This design comes from an exercise in tuning for small area on the open sky130 flow, not from production work. The RTL was checked by simulation tests, not by an equivalence proof against the original design. The flow treats the clock pin as an ideal source, which a real chip does not have.

==> inputs of run a <==
## spi_slave_top
module spi_slave_top (
    input  logic       sclk_i,
    input  logic       rst_n,
    input  logic       spi_sck_i,
    input  logic       spi_cs_n_i,
    input  logic       spi_mosi_i,
    output logic       spi_miso_o,
    input  logic       cfg_rd_i,
    input  logic [1:0] cfg_bank_i,
    input  logic [7:0] cfg_addr_i,
    output logic [7:0] cfg_rdata_o,
    input  logic       pat_done_clr_i,
    input  logic       erase_done_clr_i,
    output logic       pat_done_o,
    output logic       erase_done_o,
    output logic [7:0] erase_ctrl_o,
    output logic [1:0] led_o,
    output logic [7:0] cmd_o
);
clock: 10.0 ns
lec_check: 0
cap_margin: 20
core_margin: 2
core_utilization: 72
cts_cluster_diameter: 100
cts_cluster_size: 30
slew_margin: 20
synth_hierarchical: 1
standard.sh (not shown) runs the stock make flow with config.mk's settings and CLKGATE_MAP_FILE= SYNTH_SCRIPT=/design/flow/synth_recipe.tcl, a recipe that flattens the netlist after the stock synthesis.
==> flow/flow/run.sh <==
#!/bin/bash
set -euo pipefail
export BUFFER_PORTS_ARGS="-buffer_cell sky130_fd_sc_hd__buf_1"
export CTS_ARGS="-sink_clustering_enable -repair_clock_nets -sink_clustering_size 30 -sink_clustering_max_diameter 100 -dont_use_dummy_load"
bash standard.sh > standard.log 2>&1
==> run b (differences from run a) <==
==> flow/design.v (replaced) <==
module spi_slave_top (
    input  logic       sclk_i,
    input  logic       rst_n,
    input  logic       spi_sck_i,
    input  logic       spi_cs_n_i,
    input  logic       spi_mosi_i,
    output logic       spi_miso_o,
    input  logic       cfg_rd_i,
    input  logic [1:0] cfg_bank_i,
    input  logic [7:0] cfg_addr_i,
    output logic [7:0] cfg_rdata_o,
    input  logic       pat_done_clr_i,
    input  logic       erase_done_clr_i,
    output logic       pat_done_o,
    output logic       erase_done_o,
    output logic [7:0] erase_ctrl_o,
    output logic [1:0] led_o,
    output logic [7:0] cmd_o
);
    localparam logic [1:0] ST_CMD = 2'd0, ST_ADDR = 2'd1, ST_DUMMY = 2'd2, ST_DATA = 2'd3;
    logic sck1_q, sck2_q, sck3_q, sck4_q, sck5_q;
    logic cs1_q, cs2_q;
    logic mosi1_q, mosi2_q;
    always_ff @(posedge sclk_i or negedge rst_n) begin
        if (!rst_n) begin
            sck1_q  <= 1'b0;
            sck2_q  <= 1'b0;
            sck3_q  <= 1'b0;
            sck4_q  <= 1'b0;
            sck5_q  <= 1'b0;
            cs1_q   <= 1'b1;
            cs2_q   <= 1'b1;
            mosi1_q <= 1'b0;
            mosi2_q <= 1'b0;
        end
        else begin
            sck1_q  <= spi_sck_i;
            sck2_q  <= sck1_q;
            sck3_q  <= sck2_q;
            sck4_q  <= sck3_q;
            sck5_q  <= sck4_q;
            cs1_q   <= spi_cs_n_i;
            cs2_q   <= cs1_q;
            mosi1_q <= spi_mosi_i;
            mosi2_q <= mosi1_q;
        end
    end
    logic active, rise;
    assign active = ~cs2_q;
    assign rise   = sck4_q & ~sck5_q;
    logic [7:0] shift_q;
    logic [2:0] bit_q;
    logic [1:0] st_q;
    logic       pend_q;
    logic [7:0] cmd_q;
    logic [7:0] addr_q;
    logic       arm_q;
    logic [7:0] rot_q;
    logic [7:0] sys_q [4];
    logic [7:0] eep_q [4];
    logic       cmd_rd;
    logic [1:0] spi_bank;
    assign cmd_rd   = cmd_q[4];
    assign spi_bank = (cmd_q[3:0] == 4'h4) ? 2'd1 :
                      (cmd_q[3:0] == 4'h2) ? 2'd2 : 2'd0;
    logic [7:0] wpos;
    assign wpos = addr_q + rot_q + 8'd1;
    logic in_wr_data, pat_wr, commit, wr_commit, pat_fire, wp_q;
    assign commit      = pend_q;
    assign in_wr_data  = (st_q == ST_DATA) & ~cmd_rd;
    assign pat_wr      = in_wr_data & (spi_bank == 2'd1);
    assign wr_commit   = commit & in_wr_data;
    assign pat_fire    = ((commit & pat_wr) | wp_q) & (wpos[2:0] == 3'd0);
    always_ff @(posedge sclk_i) begin
        if (rise) shift_q <= {shift_q[6:0], mosi2_q};
        rot_q <= rot_q + 8'd1;
        if (commit & (st_q == ST_ADDR)) addr_q <= shift_q;
        else if ((commit & (st_q == ST_DATA) & ~pat_wr) | pat_fire) addr_q <= addr_q + 8'd1;
    end
    always_ff @(posedge sclk_i or negedge rst_n) begin
        if (!rst_n) begin
            bit_q  <= 3'd0;
            st_q   <= ST_CMD;
            pend_q <= 1'b0;
            wp_q   <= 1'b0;
            cmd_q  <= 8'h00;
            arm_q  <= 1'b0;
        end
        else begin
            pend_q <= rise & (bit_q == 3'd7) & active;
            if (commit & pat_wr) wp_q <= 1'b1;
            if (pat_fire) wp_q <= 1'b0;
            if (!active) begin
                bit_q <= 3'd0;
                st_q  <= ST_CMD;
                arm_q <= 1'b0;
            end
            else begin
                if (rise) bit_q <= bit_q + 3'd1;
                if (commit) begin
                    case (st_q)
                        ST_CMD: begin
                            cmd_q <= shift_q;
                            st_q  <= ST_ADDR;
                        end
                        ST_ADDR: begin
                            arm_q <= ~cmd_rd & (spi_bank == 2'd1) & (shift_q == 8'h00);
                            st_q  <= cmd_rd ? ST_DUMMY : ST_DATA;
                        end
                        ST_DUMMY: st_q <= ST_DATA;
                        default: ;
                    endcase
                end
            end
        end
    end
    always_ff @(posedge sclk_i or negedge rst_n) begin
        if (!rst_n) begin
            for (int i = 0; i < 4; i++) begin
                sys_q[i] <= 8'h00;
                eep_q[i] <= 8'h00;
            end
            pat_done_o   <= 1'b0;
            erase_done_o <= 1'b0;
        end
        else begin
            if (wr_commit && spi_bank == 2'd0) begin
                if (addr_q == 8'h04) sys_q[0] <= shift_q;
                if (addr_q == 8'h05) sys_q[1] <= shift_q;
                if (addr_q == 8'hF0) sys_q[2] <= shift_q;
                if (addr_q == 8'hF1) sys_q[3] <= shift_q;
            end
            if (wr_commit && spi_bank == 2'd2 && addr_q[7:2] == 6'd0)
                eep_q[addr_q[1:0]] <= shift_q;
            if (pat_done_clr_i) pat_done_o <= 1'b0;
            else if (commit && pat_wr && arm_q && addr_q == 8'h7F) pat_done_o <= 1'b1;
            if (erase_done_clr_i) erase_done_o <= 1'b0;
            else if (wr_commit && spi_bank == 2'd2 && addr_q == 8'h03) erase_done_o <= 1'b1;
        end
    end
    assign cmd_o        = cmd_q;
    assign led_o        = sys_q[0][1:0];
    assign erase_ctrl_o = eep_q[3];
    logic [2047:0] ring_q;
    logic [2047:0] ring_d;
    always_comb begin
        ring_d = {ring_q[2039:0], ring_q[2047:2040]};
        for (int j = 0; j < 32; j++) begin
            if (pat_fire && wpos[7:3] == 5'(j)) ring_d[64*j +: 8] = shift_q;
        end
    end
    always_ff @(posedge sclk_i) ring_q <= ring_d;
    logic       host;
    logic [1:0] pbank;
    logic [7:0] paddr;
    logic [7:0] pidx;
    logic [7:0] pat_byte;
    logic [7:0] pdata;
    assign host     = cfg_rd_i;
    assign pbank    = host ? cfg_bank_i : spi_bank;
    assign paddr    = host ? cfg_addr_i : addr_q;
    assign pidx     = paddr + rot_q;
    assign pat_byte = ring_q[{pidx, 3'b000} +: 8];
    always_comb begin
        pdata = 8'h00;
        case (pbank)
            2'd0: begin
                case (paddr)
                    8'h04: pdata = sys_q[0];
                    8'h05: pdata = sys_q[1];
                    8'hF0: pdata = sys_q[2];
                    8'hF1: pdata = sys_q[3];
                    8'h00: pdata = host ? 8'h00 : 8'h94;
                    8'h01: pdata = host ? 8'h00 : 8'h25;
                    default: pdata = 8'h00;
                endcase
            end
            2'd1: pdata = pat_byte;
            2'd2: begin
                if (paddr[7:2] == 6'd0) pdata = eep_q[paddr[1:0]];
                else if (paddr == 8'h04 && !host) pdata = 8'h0F;
            end
            default: pdata = 8'h00;
        endcase
    end
    always_ff @(posedge sclk_i or negedge rst_n) begin
        if (!rst_n) cfg_rdata_o <= 8'h00;
        else if (host) cfg_rdata_o <= pdata;
    end
    logic miso_q;
    always_ff @(posedge sclk_i) begin
        miso_q <= cmd_rd & (st_q == ST_DATA) & pdata[~bit_q];
    end
    assign spi_miso_o = miso_q;
endmodule
==> flow/run.sh (new file) <==
#!/bin/bash
# synth_recipe.tcl (not shown) runs the flow's synth.tcl, then flattens the netlist and writes it again
# the make line also repeats each setting of config.mk as NAME=value (left out here)
make -C /OpenROAD-flow-scripts/flow DESIGN_CONFIG=/design/flow/config.mk WORK_HOME=/design/flow/orfs CLKGATE_MAP_FILE= SYNTH_SCRIPT=/design/flow/synth_recipe.tcl finish
==> flow/config.mk (replaced) <==
export PLATFORM = sky130hd
export DESIGN_NAME = spi_slave_top
export DESIGN_NICKNAME = spi_slave_top
export VERILOG_FILES = /design/flow/design.v
export SDC_FILE = /design/flow/constraint.sdc
export NUM_CORES = 4
export LEC_CHECK = 0
export CAP_MARGIN = 20
export CORE_MARGIN = 2
export CORE_UTILIZATION = 40
export SLEW_MARGIN = 20
removed: flow/flow/run.sh
removed: flow/standard.sh
==> run c (differences from run a) <==
--- a/flow/design.v
+++ b/flow/design.v
@@ -21,26 +21,31 @@
     logic sck1_q, sck2_q, sck3_q, sck4_q, sck5_q;
     logic cs1_q, cs2_q;
     logic mosi1_q, mosi2_q;
     always_ff @(posedge sclk_i or negedge rst_n) begin
         if (!rst_n) begin
-            cs1_q <= 1'b1;
-            cs2_q <= 1'b1;
+            sck1_q  <= 1'b0;
+            sck2_q  <= 1'b0;
+            sck3_q  <= 1'b0;
+            sck4_q  <= 1'b0;
+            sck5_q  <= 1'b0;
+            cs1_q   <= 1'b1;
+            cs2_q   <= 1'b1;
+            mosi1_q <= 1'b0;
+            mosi2_q <= 1'b0;
         end
         else begin
-            cs1_q <= spi_cs_n_i;
-            cs2_q <= cs1_q;
-        end
-    end
-    always_ff @(posedge sclk_i) begin
-        sck1_q  <= spi_sck_i;
-        sck2_q  <= sck1_q;
-        sck3_q  <= sck2_q;
-        sck4_q  <= sck3_q;
-        sck5_q  <= sck4_q;
-        mosi1_q <= spi_mosi_i;
-        mosi2_q <= mosi1_q;
+            sck1_q  <= spi_sck_i;
+            sck2_q  <= sck1_q;
+            sck3_q  <= sck2_q;
+            sck4_q  <= sck3_q;
+            sck5_q  <= sck4_q;
+            cs1_q   <= spi_cs_n_i;
+            cs2_q   <= cs1_q;
+            mosi1_q <= spi_mosi_i;
+            mosi2_q <= mosi1_q;
+        end
     end
     logic active, rise;
     assign active = ~cs2_q;
     assign rise   = sck4_q & ~sck5_q;
     logic [7:0] shift_q;
@@ -74,42 +79,41 @@
         if (commit & pat_wr) wp_q <= 1'b1;
         if (pat_fire) wp_q <= 1'b0;
         if (commit & (st_q == ST_ADDR)) addr_q <= shift_q;
         else if ((commit & (st_q == ST_DATA) & ~pat_wr) | pat_fire) addr_q <= addr_q + 8'd1;
     end
-    always_ff @(posedge sclk_i) begin
-        if (!active) begin
-            bit_q <= 3'd0;
-            arm_q <= 1'b0;
-        end
-        else begin
-            if (rise) bit_q <= bit_q + 3'd1;
-            if (commit & (st_q == ST_ADDR))
-                arm_q <= ~cmd_rd & (spi_bank == 2'd1) & (shift_q == 8'h00);
-        end
-    end
     always_ff @(posedge sclk_i or negedge rst_n) begin
         if (!rst_n) begin
+            bit_q  <= 3'd0;
             st_q   <= ST_CMD;
             pend_q <= 1'b0;
             cmd_q  <= 8'h00;
+            arm_q  <= 1'b0;
         end
         else begin
             pend_q <= rise & (bit_q == 3'd7) & active;
             if (!active) begin
-                st_q <= ST_CMD;
-            end
-            else if (commit) begin
-                case (st_q)
-                    ST_CMD: begin
-                        cmd_q <= shift_q;
-                        st_q  <= ST_ADDR;
-                    end
-                    ST_ADDR:  st_q <= cmd_rd ? ST_DUMMY : ST_DATA;
-                    ST_DUMMY: st_q <= ST_DATA;
-                    default: ;
-                endcase
+                bit_q <= 3'd0;
+                st_q  <= ST_CMD;
+                arm_q <= 1'b0;
+            end
+            else begin
+                if (rise) bit_q <= bit_q + 3'd1;
+                if (commit) begin
+                    case (st_q)
+                        ST_CMD: begin
+                            cmd_q <= shift_q;
+                            st_q  <= ST_ADDR;
+                        end
+                        ST_ADDR: begin
+                            arm_q <= ~cmd_rd & (spi_bank == 2'd1) & (shift_q == 8'h00);
+                            st_q  <= cmd_rd ? ST_DUMMY : ST_DATA;
+                        end
+                        ST_DUMMY: st_q <= ST_DATA;
+                        default: ;
+                    endcase
+                end
             end
         end
     end
     always_ff @(posedge sclk_i or negedge rst_n) begin
         if (!rst_n) begin
==> run d (differences from run a) <==
==> flow/flow/run.sh (replaced) <==
#!/bin/bash
set -euo pipefail
export BUFFER_PORTS_ARGS="-buffer_cell sky130_fd_sc_hd__buf_1"
export CTS_ARGS="-sink_clustering_enable -repair_clock_nets -sink_clustering_size 33 -sink_clustering_max_diameter 100 -dont_use_dummy_load"
bash standard.sh > standard.log 2>&1
--- a/flow/config.mk
+++ b/flow/config.mk
@@ -5,10 +5,10 @@
 export SDC_FILE = /design/flow/constraint.sdc
 export NUM_CORES = 4
 export LEC_CHECK = 0
 export CAP_MARGIN = 20
 export CORE_MARGIN = 2
-export CORE_UTILIZATION = 72
+export CORE_UTILIZATION = 76
 export CTS_CLUSTER_DIAMETER = 100
-export CTS_CLUSTER_SIZE = 30
+export CTS_CLUSTER_SIZE = 33
 export SLEW_MARGIN = 20
 export SYNTH_HIERARCHICAL = 1
==> impl_metrics.toml <==
[run_status]
status = "finished clean"

[power_and_ir_drop]
seqPwrFrac = 0.510

[yosys]
synth_area_mm2 = 0.0676

[global_route]
grt_pass1_vias = 38100
-- figures above: run b

==> impl_metrics.toml <==
[run_status]
status = "finished clean"

[setup_path]
reg2reg_to = "miso_q"
cp.arrival_ns = 8.88

[global_route]
grt_pass1_vias = 35700
overflow = 0
top_usage_layer = "met2"

[yosys]
synth_area_mm2 = 0.0579

[cells_and_area]
buffers = 84
-- figures above: run c

==> impl_metrics.toml <==
[run_status]
status = "finished clean"

[setup_path]
slowest_delay_ns = 1.13
reg2reg_to = "miso_q"

[sta]
slew_headroom = 0.158
finalCriticalPeriod_ns = 8.90

[global_route]
grt_pass1_vias = 35900

[power_and_ir_drop]
seqPwrFrac = 0.684

[yosys]
synth_area_mm2 = 0.0578
-- figures above: run a

==> impl_metrics.toml <==
[min_path]
hold_path_depth = 0

[run_status]
status = "finished clean"

[global_route]
grt_pass1_vias = 35600

[yosys]
synth_area_mm2 = 0.0578
yosys-top-cells-count = "dfxtp_1, a222oi_1, nor2_1, nand4_1, nand2_1"

[setup_path]
cp_slowest_cell = "nor4_1"

[sta]
slew_headroom = 0.136

[power_and_ir_drop]
seqPwrFrac = 0.692
-- figures above: run d

==> re-timing with driven ports <==
Ports are ideal in the flow. The routed layouts listed here were re-timed in OpenROAD. Step 1 assumes that a clkbuf_16 drives the clock port and a buf_2 every other input. Step 2 also shifts input and output timing later by t, the mid clock arrival at the registers, as if the neighbouring blocks saw the same clock. Three values: ideal, step 1, step 2; two values: the first two.
| run | t, ns | setup slack, ns | latest minus earliest clock arrival (ns) |
|---|---|---|---|
| run a | 0.718 | 1.098 / 1.098 / 1.098 | 0.068 / 0.068 |
| run b | 0.897 | 2.656 / 2.710 / 1.813 | 0.039 / 0.038 |
| run c | 0.736 | 1.644 / 1.644 / 1.644 | 0.070 / 0.069 |
| run d | 0.731 | 0.796 / 0.796 / 0.796 | 0.054 / 0.054 |
After both steps every run listed still meets setup and hold. For run b, which loses most, drivers alone change the setup slack by +0.054 ns; drivers and shift together by -0.843 ns.
